Background: an optimization exercise with open tools, aiming at small area, a short achievable clock period and few clock cycles. Do not read the settings as production practice.
Function was checked by simulation only, so behaviour that the tests miss may differ from the original.
Power is estimated from default activity; no workload was simulated.

## oak
==> flow/design.v <==
module rbc_swap_mem (
  input  logic       clk,
  input  logic       rst,
  input  logic       wr_en,
  input  logic [4:0] wr_addr,
  input  logic [4:0] wr_data,
  input  logic [4:0] rd_addr_a,
  output logic [4:0] rd_data_a,
  input  logic [4:0] rd_addr_b,
  output logic [4:0] rd_data_b
);
  logic [4:0] mem [32];
  logic [4:0] d_one, d_zero;
  assign d_one  = wr_data | {5{rst}};
  assign d_zero = wr_data & ~{5{rst}};
  always_ff @(posedge clk) begin
    for (int e = 0; e < 32; e++) begin
      if (rst || (wr_en && wr_addr == 5'(e))) begin
        for (int b = 0; b < 5; b++) begin
          mem[e][b] <= e[b] ? d_one[b] : d_zero[b];
        end
      end
    end
  end
  assign rd_data_a = mem[rd_addr_a];
  assign rd_data_b = mem[rd_addr_b];
endmodule
module rotor_byte_cipher (
  input  logic        clk,
  input  logic        rst,
  input  logic        cfg_we,
  input  logic [1:0]  cfg_index,
  input  logic [59:0] cfg_data,
  input  logic        byte_valid,
  output logic        byte_ready,
  input  logic        restart,
  input  logic [7:0]  data_in,
  output logic        code_valid,
  input  logic        code_ready,
  output logic [7:0]  data_out
);
  logic [159:0] keys;
  logic [2:0]   key_zero;    
  logic [4:0] v0, v1, vsum;
  logic [2:0] t0, t1, tsum;
  logic       dirty;         
  logic       sweeping;      
  logic       wr_v, wr_last;
  logic [4:0] wr_addr, wr_data;
  logic       sweep_done;    
  logic [2:0] trk_found, trk_done;
  logic [2:0][2:0] trk_gap;   
  logic [2:0] gsum;           
  logic       s1_v, s1_wait, s1_alt;
  logic [4:0] s1_x, s1_xr, s1_kv;
  logic [2:0] s1_t, s1_dh;
  logic       s2_v;
  logic [4:0] s2_a;
  logic [2:0] s2_h;
  logic       o1_v;
  logic [7:0] o1_d;
  logic       rdy;
  logic [4:0] key_v, key_w, key_0, key_31, vsum_w;
  logic [4:0] tab_a, tab_b;
  logic       accept, take, s2_move, s1_move, wr_go, sweep_step;
  logic       gc1, gc2, tc1, tc2;
  logic [2:0] gadd;
  logic [2:0] hit;
  logic [2:0][2:0] gap;       
  logic       s1_v_n, s1_wait_n, s2_v_n, o0_v_n, o1_v_n;
  assign byte_ready = rdy;
  assign accept     = byte_valid && rdy;
  assign take       = code_valid && code_ready;
  assign s2_move    = s2_v && (!o1_v || take);
  assign s1_move    = s1_v && !s1_wait && (!s2_v || s2_move);
  assign wr_go      = wr_v && (!s2_v || !o1_v);
  assign sweep_step = sweeping && (!wr_v || wr_go);
  always_ff @(posedge clk) begin
    if (cfg_we && cfg_index == 2'd0) keys[59:0]    <= cfg_data;
    if (cfg_we && cfg_index == 2'd1) keys[119:60]  <= cfg_data;
    if (cfg_we && cfg_index == 2'd2) keys[159:120] <= cfg_data[39:0];
  end
  function automatic logic part_zero(input logic [4:0] i, input logic [2:0] z);
    part_zero = (i < 5'd12) ? z[0] : ((i < 5'd24) ? z[1] : z[2]);
  endfunction
  assign vsum_w = ~vsum;
  assign key_v  = part_zero(vsum, key_zero)   ? 5'd0 : keys[vsum*5 +: 5];
  assign key_w  = part_zero(vsum_w, key_zero) ? 5'd0 : keys[vsum_w*5 +: 5];
  assign key_0  = key_zero[0] ? 5'd0 : keys[4:0];
  assign key_31 = key_zero[2] ? 5'd0 : keys[159:155];
  always_comb begin
    for (int k = 0; k < 3; k++) begin
      gap[k] = trk_done[k] ? trk_gap[k] : 3'd0;
      hit[k] = (wr_addr == 5'(k)) || (wr_addr == 5'(31 - k));
    end
    gadd = '0;
    for (int k = 0; k < 3; k++) begin
      if (hit[k] && trk_found[k] && !trk_done[k]) begin
        gadd = gadd | (trk_gap[k] + 3'd1);
      end
    end
  end
  assign gc1  = (gap[0] == 3'd7);
  assign gc2  = gc1 && (gap[1] == 3'd7);
  assign tc1  = (t0 == 3'd7);
  assign tc2  = tc1 && (t1 == 3'd7);
  assign s1_v_n    = accept || (s1_v && !s1_move);
  assign s1_wait_n = (accept && restart && dirty) || (s1_wait && !sweep_done);
  assign s2_v_n    = s1_move || (s2_v && !s2_move);
  assign o0_v_n    = take ? (o1_v || s2_move) : (code_valid || s2_move);
  assign o1_v_n    = take ? (o1_v && s2_move) : (o1_v || (code_valid && s2_move));
  rbc_swap_mem u_swap_mem (
    .clk       (clk),
    .rst       (rst),
    .wr_en     (wr_go),
    .wr_addr   (wr_addr),
    .wr_data   (wr_data),
    .rd_addr_a (data_in[4:0]),
    .rd_data_a (tab_a),
    .rd_addr_b (s2_a),
    .rd_data_b (tab_b)
  );
  always_ff @(posedge clk) begin
    if (rst) begin
      key_zero   <= '1;
      dirty      <= 1'b1;
      sweeping   <= 1'b0;
      wr_v       <= 1'b0;
      sweep_done <= 1'b0;
      s1_v       <= 1'b0;
      s1_wait    <= 1'b0;
      s2_v       <= 1'b0;
      code_valid <= 1'b0;
      o1_v       <= 1'b0;
      rdy        <= 1'b1;
      v0         <= '0;
      v1         <= '0;
      vsum       <= '0;
      t0         <= '0;
      t1         <= '0;
      tsum       <= '0;
    end else begin
      if (take) begin
        if (o1_v) begin
          data_out <= o1_d;
          o1_v     <= s2_move;
          o1_d     <= {s2_h, tab_b};
        end else begin
          code_valid <= s2_move;
          data_out   <= {s2_h, tab_b};
        end
      end else if (s2_move) begin
        if (!code_valid) begin
          code_valid <= 1'b1;
          data_out   <= {s2_h, tab_b};
        end else begin
          o1_v <= 1'b1;
          o1_d <= {s2_h, tab_b};
        end
      end
      if (s1_move) begin
        s2_v <= 1'b1;
        s2_a <= (s1_alt ? s1_xr : s1_x) + s1_kv;
        s2_h <= s1_dh + s1_t;
      end else if (s2_move) begin
        s2_v <= 1'b0;
      end
      if (accept) begin
        s1_v   <= 1'b1;
        s1_x   <= tab_a;
        s1_dh  <= data_in[7:5];
        s1_alt <= 1'b0;
        if (restart) begin
          s1_kv <= key_0;
          v0    <= 5'd1;
          v1    <= 5'd0;
          vsum  <= 5'd1;
          if (dirty) begin
            s1_wait   <= 1'b1;
            s1_alt    <= 1'b1;
            s1_xr     <= data_in[4:0];
            sweeping  <= 1'b1;
            wr_v      <= 1'b1;
            wr_last   <= 1'b0;
            wr_addr   <= key_0;
            wr_data   <= key_31;
            trk_found <= '0;
            trk_done  <= '0;
            trk_gap   <= '0;
            gsum      <= '0;
          end else begin
            s1_t <= gsum;
            t0   <= gap[0] + 3'd1;
            t1   <= gap[1] + 3'(gc1);
            tsum <= gsum + 3'd1 + 3'(gc1) + 3'(gc2);
          end
        end else begin
          s1_kv <= key_v;
          s1_t  <= tsum;
          v0    <= v0 + 5'd1;
          v1    <= v1 + 5'(v0 == 5'd31);
          vsum  <= vsum + 5'd1 + 5'(v0 == 5'd31) + 5'(v0 == 5'd31 && v1 == 5'd31);
          t0    <= t0 + 3'd1;
          t1    <= t1 + 3'(tc1);
          tsum  <= tsum + 3'd1 + 3'(tc1) + 3'(tc2);
        end
      end else if (s1_move) begin
        s1_v <= 1'b0;
      end
      if (wr_go) begin
        wr_v <= 1'b0;
        gsum <= gsum + gadd;
        for (int k = 0; k < 3; k++) begin
          if (trk_found[k] && !trk_done[k]) begin
            trk_gap[k] <= trk_gap[k] + 3'd1;
          end
          if (hit[k]) begin
            trk_found[k] <= 1'b1;
            if (trk_found[k]) begin
              trk_done[k] <= 1'b1;
            end
          end
        end
      end
      if (sweep_step) begin
        wr_v    <= 1'b1;
        wr_addr <= key_v;
        wr_data <= key_w;
        wr_last <= (vsum == 5'd31);
        if (vsum == 5'd31) begin
          sweeping <= 1'b0;
          vsum     <= 5'd1;
        end else begin
          vsum     <= vsum + 5'd1;
        end
      end
      sweep_done <= wr_go && wr_last;
      if (wr_go && wr_last) begin
        s2_a <= s1_xr;
      end
      if (sweep_done) begin
        dirty   <= 1'b0;
        s1_wait <= 1'b0;
        s1_xr   <= tab_b;
        s1_t    <= gsum;
        t0      <= gap[0] + 3'd1;
        t1      <= gap[1] + 3'(gc1);
        tsum    <= gsum + 3'd1 + 3'(gc1) + 3'(gc2);
      end
      if (cfg_we && cfg_index != 2'd3) begin
        dirty <= 1'b1;
        key_zero[cfg_index] <= 1'b0;
      end
      rdy <= !(s1_v_n && s2_v_n && o0_v_n && o1_v_n) && !s1_wait_n;
    end
  end
endmodule
make LEC_CHECK=0 ABC_AREA=1 CAP_MARGIN=20 CORE_MARGIN=2 CORE_UTILIZATION=40 CTS_BUF_LIST=sky130_fd_sc_hd__clkbuf_8 CTS_CLUSTER_DIAMETER=60 CTS_CLUSTER_SIZE=14 PLACE_DENSITY=0.6 SETUP_SLACK_MARGIN=3.6 SLEW_MARGIN=20 finish   # period 6.0 ns
run.sh (not shown) runs the stock make flow with config.mk's settings and CLKGATE_MAP_FILE= SYNTH_SCRIPT=/design/flow/synth_recipe.tcl, a recipe that flattens the netlist after the stock synthesis.
oak: no failed stages, no open violations at the end
Testbench counts of oak, summed over its fixed seeds: cycles 12,417.
### oak -> pine
- CTS_CLUSTER_DIAMETER now 100, was 60
- CTS_CLUSTER_SIZE now 30, was 14
- CORE_UTILIZATION now 55, was 40
- CTS_BUF_LIST no longer set, was sky130_fd_sc_hd__clkbuf_8
- PLACE_DENSITY now 0.7, was 0.6
--- outcome ---
On portion of the clock cycle consumed by the worst path in the final layout: between pine and oak, it ends up lower for oak.
For oak, the master of the slowest instance on the critical path was sky130_fd_sc_hd__edfxtp_1, unlike pine, where it was sky130_fd_sc_hd__clkdlybuf4s15_2.
Of the two candidates, oak has the worse worst clock skew on the final layout and pine the better one.
Per the final summary, pine finished and its layout is clean on timing, DRC and antenna.
Re slew at the pin with the worst max-slew slack: pine is 0.082 ns up on oak.
Compared with oak, pine improves total power of the final layout.
Number of non-clock inverters in the layout was lower in oak than in pine.
CTS H-tree depth: pine vs oak down 1
Going from oak to pine, tightest slew margin relative to the limit went down by 5.5 points, proportion of power drawn by flip-flops and latches rose 2.8 points, register area essentially unchanged, worst vdd rail ir drop went up about 30%, non-clock buffer count has decreased.
What birch does differently from pine at the input level:
- changing CORE_UTILIZATION from 55 to 40
- changing PLACE_DENSITY from 0.7 to 0.6
Summary of birch over pine: fraction of area in clock buffers and inverters rose 0.20 points, global-route wire length before repair rose 4.8 mm, routed wire length rose 4.7%, shortest period the worst path allows fell 0.024 ns. Higher internal power consumption was reported by birch, not pine. Maximum fanout along the worst path: birch > pine. Status: first-pass detailed-route iteration total parity (pine, birch). Going from pine to birch, power picked up an extra about 1.4%, maximum frequency picked up an extra 1.0%.
Edits applied to the flow inputs when going from birch to maple:
- swapping 3.6 for 3.8 in SETUP_SLACK_MARGIN
- swapping 30 for 24 in CTS_CLUSTER_SIZE
==> flow/flow/run.sh (new file) <==
#!/bin/bash
# layout flow: the standard flow, with plain buffers on the ports (instead of
# the delay cells buffer_ports picks by default) and resizing not tied to footprints
bash standard.sh MATCH_CELL_FOOTPRINT=0 "BUFFER_PORTS_ARGS=-buffer_cell sky130_fd_sc_hd__buf_2" finish > standard.log 2>&1
==> flow/standard.sh (new file) <==
#!/bin/bash
# synth_recipe.tcl (not shown) runs the flow's synth.tcl, then flattens the netlist and writes it again
# the make line also repeats each setting of config.mk as NAME=value (left out here)
make -C /OpenROAD-flow-scripts/flow DESIGN_CONFIG=/design/flow/config.mk WORK_HOME=/design/flow/orfs CLKGATE_MAP_FILE= SYNTH_SCRIPT=/design/flow/synth_recipe.tcl "${@:-finish}"
removed: flow/run.sh
==> run notes <==
- Summary: with birch as the reference, total length of routed met2 wires in maple moved up slightly.
- maple vs birch — power density over the cells climbed slightly
- Re minimum setup slack among reg-to-reg paths: maple is 0.04 ns down on birch.
- Relative to birch, the starting DRC count in detailed routing of maple is higher by about 20%.
- NOTE: core occupancy in the finished layout in maple exceeds that of birch
- maple vs. birch: met1 track demand over resource moved down, detailed-route wire length moved up, power moved up.
- maple vs birch: area of all placed cells without fillers up
- maple: setup fix buffers added after clock tree synthesis 25% above birch
Setup changes, maple to cedar
- swapping 3.8 for 3.6 in SETUP_SLACK_MARGIN
[summary]
Row setup slack: cedar higher / maple lower. The count of buffers added by post-CTS timing repair for setup in maple is 2.8 times that in cedar. Half-perimeter wire length of the detailed placement result: cedar vs maple up about 0.3%. Taking maple as the reference, in cedar cell leakage power has decreased; all-layer global routing usage has decreased; area of all placed cells without fillers has decreased. Clock network contribution to total cell area delta (maple -> cedar): insignificant. [compare] base=maple new=cedar: power after layout now smaller; cell count -about 1.5%. cedar vs maple on wire length of the first global-routing pass: cedar is the lower one. cedar -> maple: achievable frequency flat.

## afterwards: timing with drivers on the ports
Ports are ideal in the flow. The routed layouts listed here were re-timed in OpenROAD.
Step 1 sets driving cells, clkbuf_16 on the clock port and buf_2 on the other inputs (assumed; they add their load-dependent delay and slew).
Step 2 times the ports against the registers' clock, not the clock port: input delays grow and output delays shrink by t, the midpoint of the rising clock arrivals with the driver on.
Three values: ideal, step 1, step 2; two values: the first two.
run	t, ns	slack for setup (ns)	worst setup path after step 2	latest minus earliest clock arrival (ns)
oak	0.678	3.614 / 3.571 / 2.975	input to register	0.041 / 0.040
pine	0.609	3.572 / 3.588 / 2.995	input to register	0.023 / 0.023
birch	0.626	3.596 / 3.583 / 3.008	input to register	0.022 / 0.022
maple	0.628	3.556 / 3.556 / 3.234	input to register	0.045 / 0.046
cedar	0.623	3.560 / 3.560 / 3.070	input to register	0.019 / 0.019
After both steps every run listed still meets setup and hold. For oak, which loses most, drivers alone change the setup slack by -0.043 ns; drivers and shift together by -0.639 ns.
